This is an optimization exercise on Yosys and OpenROAD, whose aim is small area and a short achievable clock period, not a production implementation. The RTL was checked by simulation tests, not by an equivalence proof against the original design. Power and IR drop assume default switching activity.

==> flow/design.v (excerpt) <==
module branch_unit_top (
   input  logic                          clk,
   input  logic                          reset_i,
   input  logic                          issue_valid_i,
   input  logic [31:0]                   pc_i,
   input  logic [31:0]                   target_i,
   input  bpu_pkg::target_type_e         target_type_i,
   input  bpu_pkg::cmp_op_e              cmp_type_i,
   input  logic [31:0]                   r0_i,
   input  logic [31:0]                   r1_i,
   output logic                          flush_o,
   output logic [31:0]                   redirect_pc_o,
   output logic                          taken_o,
   output logic                          resolve_valid_o,
   output logic [16-1:0] miss_count_o
);
Size: roughly 1,600 cells after synthesis, roughly 580 flip-flops.
==> flow/config.mk <==
export PLATFORM = sky130hd
export DESIGN_NAME = branch_unit_top
export DESIGN_NICKNAME = branch_unit_top
export VERILOG_FILES = /design/flow/design.v
export SDC_FILE = /design/flow/constraint.sdc
export NUM_CORES = 4
export LEC_CHECK = 0
export CAP_MARGIN = 20
export CORE_MARGIN = 2
export CORE_UTILIZATION = 40
export SETUP_SLACK_MARGIN = 2.3
export SLEW_MARGIN = 20
==> flow/constraint.sdc <==
create_clock -name core_clock -period 4.5 [get_ports {clk}]
set_input_delay 0.9000 -clock core_clock [delete_from_list [all_inputs] [get_ports {clk}]]
set_output_delay 0.9000 -clock core_clock [all_outputs]
set_load 0.01 [all_outputs]
standard.sh (not shown) runs the stock make flow with config.mk's settings and CLKGATE_MAP_FILE= SYNTH_SCRIPT=/design/flow/synth_recipe.tcl, a recipe that flattens the netlist after the stock synthesis.
==> flow/flow/run.sh <==
#!/bin/bash
set -euo pipefail
export CTS_ARGS="-sink_clustering_enable -repair_clock_nets -dont_use_dummy_load -buf_list sky130_fd_sc_hd__clkbuf_8 -sink_clustering_size 16 -sink_clustering_max_diameter 60"
export BUFFER_PORTS_ARGS="-buffer_cell sky130_fd_sc_hd__buf_1"
bash standard.sh > flow.log 2>&1
Change:
--- a/flow/design.v
+++ b/flow/design.v
@@ -46,14 +46,14 @@
    logic [1:0]    tt;
    logic          is_call, is_ret, call_v, ret_v;
    logic [HB-1:0] idx0;
    logic [31:0]   ras_top;
    logic [31:0]   a, b;
    logic          lt, eq, taken0;
-   logic [3:0]    hit1_0;
-   logic [3:0][1:0] raw0;
+   logic [1:0]    pred0, hit1_0;
+   logic [1:0][1:0] raw0;
    logic [3:0]    dec0_0, dec1_0;
    logic [7:0]    tok0;
    logic          force0;
    logic [PB-1:0] rest0;
    logic [RD-1:0] rest0_oh;
    logic [31:0]   pc_p4;
@@ -67,15 +67,16 @@
    assign idx0 = pc_i[2 +: HB] ^ ghr_q;
    always_comb begin
       dec0_0 = '0;
       dec1_0 = '0;
       dec0_0[idx0[1:0]] = 1'b1;
       dec1_0[idx0[3:2]] = 1'b1;
-      for (int j = 0; j < 4; j++) begin
-         raw0[j]   = pht_q[{j[1:0], idx0[3:0]}];
-         hit1_0[j] = |(sel0_b_q & dec0_0) && |(sel1_b_q & dec1_0) && sel2_b_q[j];
+      for (int j = 0; j < 2; j++) begin
+         raw0[j]   = pht_q[{j[0], idx0[4:0]}];
+         pred0[j]  = force0 || raw0[j][1];
+         hit1_0[j] = |(sel0_b_q & dec0_0) && |(sel1_b_q & dec1_0) && sel2_b_q[{j[0], idx0[4]}];
       end
    end
    always_comb begin
       ras_top = '0;
       for (int j = 0; j < RD; j++)
          ras_top = ras_top | (top_q[j] ? ras_q[j] : 32'd0);
@@ -99,40 +100,39 @@
       for (int j = 0; j < RD; j++)
          rest0 = rest0 | (rest0_oh[j] ? j[PB-1:0] : '0);
    end
    assign pc_p4 = pc_i + 32'd4;
    logic          va_q;
    logic          taken_a;
-   logic          force_a_q;
-   logic [3:0]    hit1_a_q;
-   logic [3:0][1:0] raw_a_q;
+   logic [1:0]    pred_a_q, hit1_a_q;
+   logic [1:0][1:0] raw_a_q;
    logic [1:0]    nx1_a_q;
    logic [7:0]    tok_a_q;
    logic [31:0]   tgt_a_q, pcp4_a_q;
    logic [HB-1:0] idx_a_q;
    logic [HB-2:0] hist_a_q;
    logic [PB-1:0] rest_a_q;
    always_ff @(posedge clk) begin
       if (reset_i) va_q <= 1'b0;
       else         va_q <= issue_valid_i;
    end
    always_ff @(posedge clk) begin
       taken_a   <= taken0;
-      force_a_q <= force0;
+      pred_a_q  <= pred0;
       raw_a_q   <= raw0;
       hit1_a_q  <= hit1_0;
       nx1_a_q   <= cnt_nx;
       tok_a_q   <= tok0;
       tgt_a_q   <= target_i;
       pcp4_a_q  <= pc_p4;
       idx_a_q   <= idx0;
       hist_a_q  <= ghr_q[HB-2:0];
       rest_a_q  <= rest0;
    end
    logic pred_a, miss_a;
-   assign pred_a = force_a_q || raw_a_q[idx_a_q[5:4]][1];
+   assign pred_a = pred_a_q[idx_a_q[5]];
    assign miss_a = taken_a ? !(pred_a && (&tok_a_q)) : pred_a;
    logic [HB-2:0] hist_b_q;
    logic [PB-1:0] rest_b_q;
    logic [1:0][1:0] cnt_b_q, cnt_cur, cnt_st;
    logic [1:0]    cnt_d;
    logic [3:0]    dec0_a, dec1_a, dec2_a;
@@ -159,16 +159,16 @@
    end
    function automatic logic [1:0] step(input logic [1:0] c, input logic up);
       step[1] = (c[1] & c[0]) | (up & (c[1] | c[0]));
       step[0] = (c[1] & !c[0]) | (up & (c[1] | !c[0]));
    endfunction
    always_comb begin
-      for (int k = 0; k < 2; k++) begin
-         hit2[k]    = |(sel0_b_q & dec0_a) && |(sel1_b_q & dec1_a) && sel2_b_q[{k[0], idx_a_q[4]}];
-         cnt_cur[k] = hit2[k] ? cnt_nx : (hit1_a_q[{k[0], idx_a_q[4]}] ? nx1_a_q : raw_a_q[{k[0], idx_a_q[4]}]);
-         cnt_st[k]  = step(cnt_cur[k], taken_a);
+      for (int j = 0; j < 2; j++) begin
+         hit2[j]    = |(sel0_b_q & dec0_a) && |(sel1_b_q & dec1_a) && sel2_b_q[{j[0], idx_a_q[4]}];
+         cnt_cur[j] = hit2[j] ? cnt_nx : (hit1_a_q[j] ? nx1_a_q : raw_a_q[j]);
+         cnt_st[j]  = step(cnt_cur[j], taken_a);
       end
    end
    always_ff @(posedge clk) begin
       sel0_b_q <= (va_q && !reset_i) ? dec0_a : 4'b0000;
       sel1_b_q <= dec1_a;
       sel2_b_q <= dec2_a;
@@ -179,19 +179,15 @@
       hist_b_q      <= hist_a_q;
       rest_b_q      <= rest_a_q;
       cnt_b_q       <= cnt_st;
    end
    assign cnt_nx = (sel2_b_q[3] | sel2_b_q[2]) ? cnt_b_q[1] : cnt_b_q[0];
    assign cnt_d = reset_i ? 2'b01 : cnt_nx;
-   logic [3:0] wr0, wr1, wr2;
-   assign wr0 = sel0_b_q | {4{reset_i}};
-   assign wr1 = sel1_b_q | {4{reset_i}};
-   assign wr2 = sel2_b_q | {4{reset_i}};
    always_ff @(posedge clk) begin
       for (int i = 0; i < PHT_N; i++) begin
-         if (wr0[i % 4] && wr1[(i / 4) % 4] && wr2[i / 16])
+         if (reset_i || (sel0_b_q[i % 4] && sel1_b_q[(i / 4) % 4] && sel2_b_q[i / 16]))
             pht_q[i] <= cnt_d;
       end
    end
    always_ff @(posedge clk) begin
       if (reset_i)
          ghr_q <= '0;
Effect: Worst setup slack improved by 30 ps; via count went up by 0.92%; sequential power stays flat; utilization grows by 0.77 points; global-route usage increases by 0.73 points; final cell count rose by 0.63%; power rises by 0.39%; sequential cell count decreases by 5; area after synthesis stays flat; count of clock-buffer cells in the layout shrinks by 1; routed wire length went up by 3.5%; sequential share of layout area went down by 1.5 points.

## afterwards: timing with drivers on the ports
No port has a modelled driver above. Below, the same layouts with a new extraction and two added sets of constraints.
Step 1: set_driving_cell puts a clkbuf_16 on clk and a buf_2 on each other input, an assumption about the parent block.
Step 2 moves the port delays by t, midway between the first and last clock arrival at a register: inputs arrive t later, outputs are due t later. That takes back most of the time a late clock gives input paths.
Three values: no drivers, after step 1, after step 2; two values: the first two.
| run | t (ns) | setup WS [ns] | clock arrival spread, ns | worst register clock-pin slew, ns | cell pins on the clock port's net |
|---|---|---|---|---|---|
| the first run | 0.689 | 2.275 / 2.275 / 1.628 | 0.116 / 0.116 | 0.10 / 0.10 | 1 |
| the second run | 0.685 | 2.305 / 2.288 / 1.603 | 0.103 / 0.103 | 0.10 / 0.10 | 1 |
After both steps every run listed still meets setup and hold. The setup slack of the second run, which loses most, moves by -0.017 ns with the drivers and by -0.702 ns with both steps.
